Context: an optimization exercise on an open-source flow, tuned for small area, a short achievable clock period and few clock cycles. The choices shown serve that exercise and are no tape-out recipe. At most, simulation tests tie the RTL to the original design; equivalence was not proved.

Setup of oak:
// uint_to_decimal_ascii_core
module uint_to_decimal_ascii_core (
    input  logic         i_clk,
    input  logic         i_rst_n,
    input  logic         in_valid,
    output logic         in_ready,
    input  logic [31:0]  in_value,
    output logic         out_valid,
    input  logic         out_ready,
    output logic [5:0]   out_char,
    output logic         out_last
);
For scale: ~920 cells after synthesis, ~0.0095 sq mm of cells after synthesis.
export LEC_CHECK = 0
export CAP_MARGIN = 20
export CORE_MARGIN = 2
export CORE_UTILIZATION = 40
export PLACE_DENSITY = 0.6
export SLEW_MARGIN = 20
create_clock -name core_clock -period 11.0 [get_ports {i_clk}]
run.sh (not shown) runs the stock make flow with config.mk's settings and CLKGATE_MAP_FILE= SYNTH_SCRIPT=/design/flow/synth_recipe.tcl, a recipe that flattens the netlist after the stock synthesis.
For pine, these inputs were changed with respect to oak:
Settings: putting SETUP_SLACK_MARGIN at 3 where nothing was set.
Results
- Summary of pine over oak: final critical path time including I/O delays and setup closely matched the old numbers, mapped cell area barely changed, cell area barely changed, count of clock tree sinks has remained practically unchanged.
- pine finished all stages; the layout is clean.
- As far as non-clock buffer count goes, oak and pine are indistinguishable; the numbers are identical.
- ~same number of global-route vias before repair in pine and oak
No functional check of the RTL was part of any run of this note.

---

Another version of the RTL of uint_to_decimal_ascii_core (not shown whole).
Size: about 1100 cells after synthesis, about 150 flip-flops, roughly 45 I/O pins, roughly 0.0089 mm2 of cells after synthesis.
export LEC_CHECK = 0
export ABC_AREA = 1
export CAP_MARGIN = 20
export CORE_MARGIN = 2
export CORE_UTILIZATION = 55
export CTS_BUF_LIST = sky130_fd_sc_hd__clkbuf_8
export PLACE_DENSITY = 0.65
export SLEW_MARGIN = 20
create_clock -name core_clock -period 11.0 [get_ports {i_clk}]
standard.sh (not shown) runs the stock make flow with config.mk's settings and CLKGATE_MAP_FILE= SYNTH_SCRIPT=/design/flow/synth_recipe.tcl, a recipe that flattens the netlist after the stock synthesis.
==> flow/flow/run.sh <==
#!/bin/bash
# The standard layout (standard.sh: the standard flow's own synthesis and ORFS flow) with two changes
# to how it is made: the timing repair aims for SETUP_SLACK_MARGIN ns of setup slack, so
# that the achieved period comes out well below the clock period, and each port gets the
# smallest buffer cell (repair may still resize it). The make output goes to
# flow_make.log.
set -euo pipefail
export SETUP_SLACK_MARGIN=${MARGIN:-7.6}
export BUFFER_PORTS_ARGS="-buffer_cell sky130_fd_sc_hd__buf_1"
bash standard.sh > flow_make.log 2>&1
Testbench counts at the start, summed over its fixed seeds: cycles 17,923.
Rerun with:
==> flow/flow/run.sh (replaced) <==
#!/bin/bash
# The standard layout (standard.sh: the standard flow's own synthesis and ORFS flow), with its timing
# repair aiming for setup slack of SETUP_SLACK_MARGIN ns beyond the clock period, so that
# the achieved period comes out well below it. The make output goes to flow_make.log.
set -euo pipefail
export SETUP_SLACK_MARGIN=${MARGIN:-7.6}
bash standard.sh > flow_make.log 2>&1
- CORE_UTILIZATION: 55 -> 40
- CTS_BUF_LIST: sky130_fd_sc_hd__clkbuf_8 -> unset
- PLACE_DENSITY: 0.65 -> 0.6
Non-clock buffer count is higher by 2.
Setup slack loses 150 ps.
Routed wire length rises by 0.94%.
Via count came out lower by 1.5%.
Rerun with:
- ABC_AREA: 1 -> unset
What happened: The new run finished with timing, DRC and antenna clean; setup slack got worse by 70 ps; final cell count stays flat; die area goes up by 18%; non-clock buffer count goes up by 15; hold slack got worse by 28 ps.
Rerun with:
==> flow/flow/run.sh (replaced) <==
#!/bin/bash
# The standard layout (standard.sh: the standard flow's own synthesis and ORFS flow) with two changes
# to how it is made: the timing repair aims for SETUP_SLACK_MARGIN ns of setup slack, so
# that the achieved period comes out well below the clock period, and each port gets the
# smallest buffer cell (repair may still resize it). The make output goes to
# flow_make.log.
set -euo pipefail
export SETUP_SLACK_MARGIN=${MARGIN:-7.6}
export BUFFER_PORTS_ARGS="-buffer_cell sky130_fd_sc_hd__buf_1"
bash standard.sh > flow_make.log 2>&1
- ABC_AREA: unset -> 1
After rerunning: Routed wire length goes down by 24%. Final cell count barely changes. Utilization goes down by 0.58 points. First-iteration DRC count goes down by 22%.

---

uint_to_decimal_ascii_core, a different RTL version from the one above (not shown whole).
Size in the first run: ~930 cells after synthesis, about 45 I/O pins.
// uint_to_decimal_ascii_core
module uint_to_decimal_ascii_core (
    input  logic         i_clk,
    input  logic         i_rst_n,
    input  logic         in_valid,
    output logic         in_ready,
    input  logic [31:0]  in_value,
    output logic         out_valid,
    input  logic         out_ready,
    output logic [5:0]   out_char,
    output logic         out_last
);
export LEC_CHECK = 0
export ABC_AREA = 1
export CAP_MARGIN = 20
export CORE_MARGIN = 2
export CORE_UTILIZATION = 55
export CTS_BUF_LIST = sky130_fd_sc_hd__clkbuf_8
export CTS_CLUSTER_SIZE = 30
export PLACE_DENSITY = 0.65
export SLEW_MARGIN = 20
create_clock -name core_clock -period 11.0 [get_ports {i_clk}]
==> flow/flow/run.sh <==
#!/bin/bash
# The standard layout (standard.sh: the standard flow's synthesis and the ORFS flow), changed in how
# it is made only:
#  - synthesis runs flow/synth.tcl, which is synth_recipe.tcl with ABC's mapping script
#    replaced by flow/abc_area2.script (same registers, smaller logic);
#  - the timing repair aims for SETUP_SLACK_MARGIN ns of setup slack, so that the achieved
#    period comes out well below the clock period;
#  - each port gets the smallest buffer cell (repair may still resize it).
# The make output (all tools) goes to flow_make.log; ORFS keeps each step's log under orfs/logs.
set -euo pipefail
export SETUP_SLACK_MARGIN=${MARGIN:-7.85}
export BUFFER_PORTS_ARGS="-buffer_cell sky130_fd_sc_hd__buf_1"
here=$(pwd)
sed "s#SYNTH_SCRIPT=[^ ]*#SYNTH_SCRIPT=${here}/flow/synth.tcl#" standard.sh > flow_standard.sh
grep -q "SYNTH_SCRIPT=${here}/flow/synth.tcl" flow_standard.sh
bash flow_standard.sh > flow_make.log 2>&1
==> flow/flow/abc_area2.script <==
strash
dch -f
map -a
mfs2
strash
dch -f
map -a
topo
stime -c
buffer -c
dnsize -c
==> flow/flow/synth.tcl <==
# The standard flow's synthesis (synth_recipe.tcl in the work folder), with its final ABC mapping run with
# abc_area2.script (an area-oriented script with two choice/mapping rounds and mfs2) in
# place of ORFS's abc_area.script. Registers and everything else are as synth_recipe.tcl makes
# them.
set ::own_flow_dir [file dirname [file normalize [info script]]]
proc abc {args} {
  set i [lsearch -exact $args -script]
  if {$i >= 0} {
    lset args [expr {$i + 1}] [file join $::own_flow_dir abc_area2.script]
  }
  yosys abc {*}$args
}
source [file join [file dirname $::own_flow_dir] synth_recipe.tcl]
Testbench counts at the start, summed over its fixed seeds: cycles 17,925.
Edit:
- CORE_UTILIZATION: 55 -> 70
- CTS_CLUSTER_SIZE: 30 -> default
- PLACE_DENSITY: 0.65 -> 0.75
Final area grows slightly.
Core utilization rose by 18 points.
Critical path depth stays the same.
Worst setup slack barely changes.
Global-route usage grows by 6.3 points.
Edit:
==> flow/flow/abc_area2.script (replaced) <==
strash
&get -n
&dch -f
&nf -R 1000
&put
mfs2
strash
dch -f
map -a
topo
stime -c
buffer -c
dnsize -c
--- a/flow/flow/synth.tcl
+++ b/flow/flow/synth.tcl
@@ -1,3 +1,3 @@
 # The standard flow's synthesis (synth_recipe.tcl in the work folder), with its final ABC mapping run with
-# abc_area2.script (an area-oriented script with two choice/mapping rounds and mfs2) in
+# abc_area2.script (an area-oriented script: choice mapping rounds with &nf and map -a, and mfs2) in
 # place of ORFS's abc_area.script. Registers and everything else are as synth_recipe.tcl makes
- CORE_UTILIZATION: 70 -> 55
- PLACE_DENSITY: 0.75 -> 0.65
Result: First-iteration DRC count goes down by about 25%; fmax barely changes; global-route usage fell by 5.9 points; worst setup slack gets worse by 7.3 ps; routed wire length grows by about 0.45%.
Edit:
--- a/flow/flow/run.sh
+++ b/flow/flow/run.sh
@@ -10,3 +10,3 @@
 set -euo pipefail
-export SETUP_SLACK_MARGIN=${MARGIN:-7.85}
+export SETUP_SLACK_MARGIN=${MARGIN:-7.6}
 export BUFFER_PORTS_ARGS="-buffer_cell sky130_fd_sc_hd__buf_1"
==> flow/flow/abc_area2.script (replaced) <==
strash
dch -f
map -a
mfs2
strash
dch -f
map -a
topo
stime -c
buffer -c
dnsize -c
--- a/flow/flow/synth.tcl
+++ b/flow/flow/synth.tcl
@@ -1,3 +1,3 @@
 # The standard flow's synthesis (synth_recipe.tcl in the work folder), with its final ABC mapping run with
-# abc_area2.script (an area-oriented script: choice mapping rounds with &nf and map -a, and mfs2) in
+# abc_area2.script (an area-oriented script with two choice/mapping rounds and mfs2) in
 # place of ORFS's abc_area.script. Registers and everything else are as synth_recipe.tcl makes
The new run finished with timing, DRC and antenna clean.
Flip-flop and latch count does not change.
Edit:
--- a/flow/flow/run.sh
+++ b/flow/flow/run.sh
@@ -10,3 +10,3 @@
 set -euo pipefail
-export SETUP_SLACK_MARGIN=${MARGIN:-7.6}
+export SETUP_SLACK_MARGIN=${MARGIN:-7.85}
 export BUFFER_PORTS_ARGS="-buffer_cell sky130_fd_sc_hd__buf_1"
After rerunning: The new run completed with no timing, DRC or antenna violations; worst setup slack improves by 18 ps; flip-flop and latch count does not change; design area came out lower slightly; clock skew hardly moves; count of clock-buffer cells in the layout came out lower by 3.

---

## Q
uint_to_decimal_ascii_core with an RTL version that a note above also has.
For scale: about 1100 cells after synthesis, ~150 flip-flops, about 45 I/O pins, roughly 11000 um2 of cells after synthesis.
## uint_to_decimal_ascii_core
module uint_to_decimal_ascii_core (
    input  logic         i_clk,
    input  logic         i_rst_n,
    input  logic         in_valid,
    output logic         in_ready,
    input  logic [31:0]  in_value,
    output logic         out_valid,
    input  logic         out_ready,
    output logic [5:0]   out_char,
    output logic         out_last
);
    function automatic logic [3:0] add3(input logic [3:0] d);
        add3[3] = d[3] | (d[2] & (d[1] | d[0]));
        add3[2] = (d[2] & !d[1] & !d[0]) | (d[3] & d[0]);
        add3[1] = (!d[2] & d[1]) | (d[2] & d[1] & d[0]) | (d[3] & !d[0]);
        add3[0] = (!d[3] & !d[2] & d[0]) | (d[2] & d[1] & !d[0]) | (d[3] & !d[0]);
    endfunction
    function automatic logic [38:0] dd4(input logic [38:0] bcd, input logic [3:0] nib);
        logic [38:0] b;
        b = bcd;
        for (int s = 3; s >= 0; s--) begin
            for (int j = 0; j < 9; j++) b[4*j +: 4] = add3(b[4*j +: 4]);
            b = {b[37:0], nib[s]};
        end
        dd4 = b;
    endfunction
    function automatic logic [3:0] lead_digit(input logic [39:0] bcd);
        logic [3:0] k;
        k = '0;
        for (int j = 1; j < 10; j++) begin
            if (bcd[4*j +: 4] != 4'd0) k = 4'(j);
        end
        lead_digit = k;
    endfunction
    logic [31:0] r_b;         
    logic [2:0]  r_fidx;      
    logic        r_bvalid;    
    logic        r_bfirst;    
    logic        r_in_ready;
    logic [2:0] top;
    always_comb begin
        top = '0;
        for (int k = 2; k < 8; k++) begin
            if (in_value[4*k +: 4] != 4'd0) top = 3'(k - 1);
        end
    end
    logic [3:0]  r_nib;       
    logic [4:0]  r_nhb;       
    logic        r_nv, r_nfirst, r_nlast;
    logic [38:0] r_cb;
    logic        r_cb_done;
    logic [38:0] r_ob;
    logic [3:0]  r_ob_ptr;
    logic        r_ob_full;
  ...
clock: 11.0 ns
lec_check: 0
cap_margin: 20
core_margin: 2
core_utilization: 40
place_density: 0.6
slew_margin: 20
==> flow/flow/run.sh <==
#!/bin/bash
# The standard layout (standard.sh: the standard flow's own synthesis and ORFS flow), with its timing
# repair aiming for setup slack of SETUP_SLACK_MARGIN ns beyond the clock period, so that
# the achieved period comes out well below it. The make output goes to flow_make.log.
set -euo pipefail
export SETUP_SLACK_MARGIN=${MARGIN:-7.2}
bash standard.sh > flow_make.log 2>&1
Testbench counts of Q, summed over its fixed seeds: cycles 17,923.
--- input diff Q..T ---
# Q
export LEC_CHECK = 0
export CAP_MARGIN = 20
export CORE_MARGIN = 2
export CORE_UTILIZATION = 40
export PLACE_DENSITY = 0.6
export SLEW_MARGIN = 20
create_clock -name core_clock -period 11.0 [get_ports {i_clk}]
# T
export LEC_CHECK = 0
export ABC_AREA = 1
export CAP_MARGIN = 20
export CORE_MARGIN = 2
export CORE_UTILIZATION = 55
export CTS_BUF_LIST = sky130_fd_sc_hd__clkbuf_8
export PLACE_DENSITY = 0.65
export SLEW_MARGIN = 20
create_clock -name core_clock -period 11.0 [get_ports {i_clk}]
==> flow/flow/run.sh <==
#!/bin/bash
# The standard layout (standard.sh: the standard flow's synthesis and the ORFS flow), changed in how
# it is made only:
#  - synthesis runs flow/synth.tcl, which is synth_recipe.tcl with ABC's mapping script
#    replaced by flow/abc_area2.script (same registers, smaller logic);
#  - the timing repair aims for SETUP_SLACK_MARGIN ns of setup slack, so that the achieved
#    period comes out well below the clock period;
#  - each port gets the smallest buffer cell (repair may still resize it).
# The make output (all tools) goes to flow_make.log; ORFS keeps each step's log under orfs/logs.
set -euo pipefail
export SETUP_SLACK_MARGIN=${MARGIN:-7.6}
export BUFFER_PORTS_ARGS="-buffer_cell sky130_fd_sc_hd__buf_1"
here=$(pwd)
sed "s#SYNTH_SCRIPT=[^ ]*#SYNTH_SCRIPT=${here}/flow/synth.tcl#" standard.sh > flow_standard.sh
grep -q "SYNTH_SCRIPT=${here}/flow/synth.tcl" flow_standard.sh
bash flow_standard.sh > flow_make.log 2>&1
==> flow/flow/abc_area2.script (new file) <==
strash
dch -f
map -a
mfs2
strash
dch -f
map -a
topo
stime -c
buffer -c
dnsize -c
==> flow/flow/synth.tcl (new file) <==
# The standard flow's synthesis (synth_recipe.tcl in the work folder), with its final ABC mapping run with
# abc_area2.script (an area-oriented script with two choice/mapping rounds and mfs2) in
# place of ORFS's abc_area.script. Registers and everything else are as synth_recipe.tcl makes
# them.
set ::own_flow_dir [file dirname [file normalize [info script]]]
proc abc {args} {
  set i [lsearch -exact $args -script]
  if {$i >= 0} {
    lset args [expr {$i + 1}] [file join $::own_flow_dir abc_area2.script]
  }
  yosys abc {*}$args
}
source [file join [file dirname $::own_flow_dir] synth_recipe.tcl]
Notes after the runs:
Run comparison: T slowest cell on the critical path or4_1; Q slowest cell on the critical path nor4_1. [compare] base=Q new=T: worst setup slack increased by 310 ps relative to the old numbers, number of ordinary and repair buffers in the finished layout decreased by 3 relative to the old numbers, worst-margin pin slew decreased by 370 ps relative to the old numbers, area share of fa/ha/maj cells after synthesis closely matched the old numbers. Summary: with Q as the reference, cell area after layout in T moved down by more than 10%. T ends up with lower count of mapped cells out of synthesis than Q does. T has area growth from synthesis to layout above what Q had. Relative to Q, the instance count after placement with tap cells included of T is lower by about 20%. Fraction of area in multi-input gates in T is 14 points below Q. Compared with Q, T shows total standard cell area after synthesis that has gone down by more than 10%. Compound-cell area share of the yosys netlist came out lower on T than on Q.

==> afterwards: timing with drivers on the ports <==
Ports are ideal in the flow. The routed layouts listed here were re-timed in OpenROAD. Step 1 assumes that a clkbuf_16 drives the clock port and a buf_2 every other input. Step 2 moves the port delays by t, midway between the first and last clock arrival at a register: inputs arrive t later, outputs are due t later. That takes back most of the time a late clock gives input paths. a / b / c = no drivers / after step 1 / after step 2; a / b = the first two.
| run | t (ns) | slack for setup (ns) | worst setup path after step 2 | clock arrival spread, ns | slew at the worst register clock pin (ns) |
|---|---|---|---|---|---|
| oak | 0.461 | 4.574 / 4.574 / 4.574 | register to register | 0.011 / 0.011 | 0.06 / 0.06 |
| pine | 0.461 | 4.574 / 4.574 / 4.574 | register to register | 0.011 / 0.011 | 0.06 / 0.06 |
| the first run of note 2 | 0.479 | 7.857 / 7.822 / 7.514 | input to register | 0.015 / 0.014 | 0.08 / 0.08 |
| the second run of note 2 | 0.461 | 7.707 / 7.689 / 7.265 | input to register | 0.010 / 0.010 | 0.06 / 0.06 |
| the third run of note 2 | 0.468 | 7.637 / 7.645 / 7.197 | input to register | 0.014 / 0.015 | 0.07 / 0.07 |
| the fourth run of note 2 | 0.461 | 7.880 / 7.837 / 7.593 | input to register | 0.008 / 0.007 | 0.06 / 0.06 |
| the first run of note 3 | 0.480 | 7.843 / 7.804 / 7.507 | input to register | 0.013 / 0.013 | 0.08 / 0.08 |
| the second run of note 3 | 0.483 | 7.843 / 7.807 / 7.560 | input to register | 0.012 / 0.012 | 0.08 / 0.08 |
| the third run of note 3 | 0.493 | 7.836 / 7.796 / 7.533 | input to register | 0.013 / 0.013 | 0.09 / 0.09 |
| the fourth run of note 3 | 0.489 | 7.826 / 7.809 / 7.419 | input to register | 0.015 / 0.014 | 0.08 / 0.08 |
| the fifth run of note 3 | 0.480 | 7.843 / 7.804 / 7.507 | input to register | 0.013 / 0.013 | 0.08 / 0.08 |
| Q | 0.476 | 7.382 / 7.407 / 6.931 | input to register | 0.011 / 0.011 | 0.07 / 0.07 |
| T | 0.491 | 7.689 / 7.710 / 7.218 | input to register | 0.013 / 0.013 | 0.08 / 0.08 |
After both steps every run listed still meets setup and hold. The setup slack of T, which loses most, moves by +0.021 ns with the drivers and by -0.471 ns with both steps.
